Source: an optimization exercise on an open RTL-to-GDS flow (aim: small area, a short achievable clock period and few clock cycles). Production flows keep margins and buffers that such runs may drop. The RTL was checked by simulation tests, not by an equivalence proof against the original design. Power and IR drop assume default switching activity.

==> module shared_mem_responder, before the edit <==
module shared_mem_responder #(
    parameter int ADDR_W = 16,
    parameter int DATA_W = 16,
    parameter int DEPTH  = 256
) (
    input  logic                clk,
    input  logic                rst_n,
    input  logic [2:0]          read,
    input  logic [2:0]          write,
    input  logic [3*ADDR_W-1:0] address,
    input  logic [3*DATA_W-1:0] data_in,
    output logic [3*DATA_W-1:0] data_out,
    output logic [2:0]          ack,
    output logic                busy,
    output logic [1:0]          grant_id,
    output logic                err_oor,
    output logic                err_proto
);
    localparam int GRP_W = 3;                  
    localparam int NGRP  = 1 << GRP_W;
    localparam int NRSEL = DEPTH / 4;          
    logic [DEPTH-1:0][DATA_W-1:0] mem_q;
    logic [2:0] inflight_q;
    logic [2:0] elig;
    logic [2:0] pick;
    assign elig = (read | write) & ~inflight_q;
    assign pick = {elig[2] & ~elig[1] & ~elig[0], elig[1] & ~elig[0], elig[0]};
    logic [ADDR_W-1:0] p_addr;
    logic [DATA_W-1:0] p_wdata;
    logic              p_rd, p_wr, p_oor, p_wen;
    logic [1:0]        p_core;
    assign p_addr  = ({ADDR_W{pick[0]}} & address[0*ADDR_W +: ADDR_W])
                   | ({ADDR_W{pick[1]}} & address[1*ADDR_W +: ADDR_W])
                   | ({ADDR_W{pick[2]}} & address[2*ADDR_W +: ADDR_W]);
    assign p_wdata = ({DATA_W{pick[0]}} & data_in[0*DATA_W +: DATA_W])
                   | ({DATA_W{pick[1]}} & data_in[1*DATA_W +: DATA_W])
                   | ({DATA_W{pick[2]}} & data_in[2*DATA_W +: DATA_W]);
    assign p_rd    = |(pick & read);
    assign p_wr    = |(pick & write);
    assign p_core  = {pick[2], pick[1]};
    assign p_oor   = |p_addr[ADDR_W-1:8];
    assign p_wen   = p_wr & ~p_oor;
    logic              s1_valid_q;
    logic [1:0]        s1_core_q;
    logic              s1_rd_q, s1_wr_q, s1_oor_q;
    logic [GRP_W-1:0]  s1_grp_q;        
    logic [NRSEL-1:0]  s1_rsel_q;       
    logic [15:0]       s1_ml_q;         
    logic [15:0]       s1_hiw_q;        
    logic [15:0]       s1_hik_q;        
    logic [DATA_W-1:0] s1_wdata_q;
    logic              s2_valid_q;
    logic [1:0]        s2_core_q;
    logic              s2_ld_q, s2_oor_q, s2_proto_q;
    logic [NGRP-1:0]   s2_gsel_q;       
    logic [DATA_W-1:0] s2_cand_q [NGRP];
    logic [DATA_W-1:0] cand [NGRP];
    always_comb begin
        for (int g = 0; g < NGRP; g++) cand[g] = '0;
        for (int w = 0; w < DEPTH; w++)
            cand[w % NGRP] = cand[w % NGRP]
                | ({DATA_W{s1_rsel_q[w / 4]}} & mem_q[w]);
    end
    for (genvar w = 0; w < DEPTH; w++) begin : g_word
        logic we_w, keep_w;
        assign we_w   = s1_hiw_q[w / 16] & s1_ml_q[w % 16];
        assign keep_w = s1_hik_q[w / 16] | ~s1_ml_q[w % 16];
        always_ff @(posedge clk) begin
            mem_q[w] <= ({DATA_W{we_w}} & s1_wdata_q) | ({DATA_W{keep_w}} & mem_q[w]);
        end
    end
    logic [2:0]          ack_q;
    logic                busy_q;
    logic [1:0]          grant_q;         
    logic [3*DATA_W-1:0] data_out_q;
    logic                err_oor_q, err_proto_q;
    logic [DATA_W-1:0]   rdata;
    logic [2:0]          ack_nx;
    always_comb begin
        rdata = '0;
        for (int g = 0; g < NGRP; g++)
            rdata = rdata | ({DATA_W{s2_gsel_q[g]}} & s2_cand_q[g]);
    end
    assign ack_nx = s2_valid_q ? (3'b001 << s2_core_q) : 3'b000;
    always_ff @(posedge clk or negedge rst_n) begin
        if (!rst_n) begin
            inflight_q  <= 3'b000;
            s1_valid_q  <= 1'b0;
            s1_hiw_q    <= '0;
            s1_hik_q    <= '1;
            s2_valid_q  <= 1'b0;
            ack_q       <= 3'b000;
            busy_q      <= 1'b0;
            grant_q     <= 2'd0;
            data_out_q  <= '0;
            err_oor_q   <= 1'b0;
            err_proto_q <= 1'b0;
        end else begin
            inflight_q <= (inflight_q | pick) & ~ack_nx;
            s1_valid_q <= |pick;
            s1_hiw_q   <= {16{p_wen}} & (16'd1 << p_addr[7:4]);
            s1_hik_q   <= ~({16{p_wen}} & (16'd1 << p_addr[7:4]));
            s2_valid_q <= s1_valid_q;
            ack_q      <= ack_nx;
            busy_q     <= s2_valid_q;
            if (s2_valid_q) begin
                grant_q <= {~s2_core_q[1], s2_core_q[0]};
                if (s2_ld_q) data_out_q[int'(s2_core_q)*DATA_W +: DATA_W] <= rdata;
                if (s2_oor_q)   err_oor_q   <= 1'b1;
                if (s2_proto_q) err_proto_q <= 1'b1;
            end
        end
    end
    always_ff @(posedge clk) begin
        s1_core_q  <= p_core;
        s1_rd_q    <= p_rd;
        s1_wr_q    <= p_wr;
        s1_oor_q   <= p_oor;
        s1_grp_q   <= p_addr[GRP_W-1:0];
        s1_rsel_q  <= NRSEL'(1) << p_addr[7:2];
        s1_ml_q    <= 16'd1 << p_addr[3:0];
        s1_wdata_q <= p_wdata;
        s2_core_q  <= s1_core_q;
        s2_ld_q    <= s1_rd_q & ~s1_wr_q;
        s2_oor_q   <= s1_oor_q;
        s2_proto_q <= s1_rd_q & s1_wr_q;
        s2_gsel_q  <= s1_oor_q ? '0 : NGRP'(1) << s1_grp_q;
        for (int g = 0; g < NGRP; g++)
            s2_cand_q[g] <= cand[g];
    end
    assign ack       = ack_q;
    assign busy      = busy_q;
    assign grant_id  = {~grant_q[1], grant_q[0]};
    assign data_out  = data_out_q;
    assign err_oor   = err_oor_q;
    assign err_proto = err_proto_q;
endmodule
Settings: LEC_CHECK=0, CAP_MARGIN=20, CORE_MARGIN=2, CORE_UTILIZATION=45, CTS_CLUSTER_DIAMETER=100, CTS_CLUSTER_SIZE=25, PLACE_DENSITY=0.6, SETUP_SLACK_MARGIN=3.3, SLEW_MARGIN=20; clock period 6.0 ns.
run.sh (not shown) runs the stock make flow with config.mk's settings and CLKGATE_MAP_FILE= SYNTH_SCRIPT=/design/flow/synth_recipe.tcl, a recipe that flattens the netlist after the stock synthesis.
The baseline finished with timing, DRC and antenna clean.
Testbench counts at the start, summed over its fixed seeds: cycles 24,016.
Next try:
--- a/flow/design.v
+++ b/flow/design.v
@@ -45,9 +45,9 @@
     logic              s1_rd_q, s1_wr_q, s1_oor_q;
     logic [GRP_W-1:0]  s1_grp_q;        
     logic [NRSEL-1:0]  s1_rsel_q;       
-    logic [15:0]       s1_ml_q;         
-    logic [15:0]       s1_hiw_q;        
-    logic [15:0]       s1_hik_q;        
+    logic [7:0]        s1_ml_q;         
+    logic [31:0]       s1_hiw_q;        
+    logic [31:0]       s1_hik_q;        
     logic [DATA_W-1:0] s1_wdata_q;
     logic              s2_valid_q;
     logic [1:0]        s2_core_q;
@@ -63,8 +63,8 @@
     end
     for (genvar w = 0; w < DEPTH; w++) begin : g_word
         logic we_w, keep_w;
-        assign we_w   = s1_hiw_q[w / 16] & s1_ml_q[w % 16];
-        assign keep_w = s1_hik_q[w / 16] | ~s1_ml_q[w % 16];
+        assign we_w   = s1_hiw_q[w / 8] & s1_ml_q[w % 8];
+        assign keep_w = s1_hik_q[w / 8] | ~s1_ml_q[w % 8];
         always_ff @(posedge clk) begin
             mem_q[w] <= ({DATA_W{we_w}} & s1_wdata_q) | ({DATA_W{keep_w}} & mem_q[w]);
         end
@@ -98,8 +98,8 @@
         end else begin
             inflight_q <= (inflight_q | pick) & ~ack_nx;
             s1_valid_q <= |pick;
-            s1_hiw_q   <= {16{p_wen}} & (16'd1 << p_addr[7:4]);
-            s1_hik_q   <= ~({16{p_wen}} & (16'd1 << p_addr[7:4]));
+            s1_hiw_q   <= {32{p_wen}} & (32'd1 << p_addr[7:3]);
+            s1_hik_q   <= ~({32{p_wen}} & (32'd1 << p_addr[7:3]));
             s2_valid_q <= s1_valid_q;
             ack_q      <= ack_nx;
             busy_q     <= s2_valid_q;
@@ -118,7 +118,7 @@
         s1_oor_q   <= p_oor;
         s1_grp_q   <= p_addr[GRP_W-1:0];
         s1_rsel_q  <= NRSEL'(1) << p_addr[7:2];
-        s1_ml_q    <= 16'd1 << p_addr[3:0];
+        s1_ml_q    <= 8'd1 << p_addr[2:0];
         s1_wdata_q <= p_wdata;
         s2_core_q  <= s1_core_q;
         s2_ld_q    <= s1_rd_q & ~s1_wr_q;
After rerunning:
- synthesized area rises by 0.55%
- first-iteration DRC count rose by 3.4%
- final cell count goes up by 1.5%
- fmax goes down by 0.46%
- clock power barely changes
- synthesized cell count is about the same
Testbench counts after the change, summed over its fixed seeds: cycles 24,016.

## port drivers added, routing unchanged
The flow's constraints put no driver on any port. The routed layouts listed below were extracted and timed again, unchanged, in two steps. Step 1, drivers: a clkbuf_16 drives clk and a buf_2 each remaining input, both assumed. Step 2 also shifts input and output timing later by t, the mid clock arrival at the registers, as if the neighbouring blocks saw the same clock. Three values: no drivers, after step 1, after step 2; two values: the first two.
run	t (ns)	slack for setup (ns)	pins driven straight from the clock port
the first run	1.085	3.109 / 3.109 / 2.434	1
the second run	1.107	3.096 / 3.096 / 2.355	1
After both steps every run listed still meets setup and hold. For the second run, which loses most, drivers alone change the setup slack by 0.000 ns; drivers and shift together by -0.741 ns.
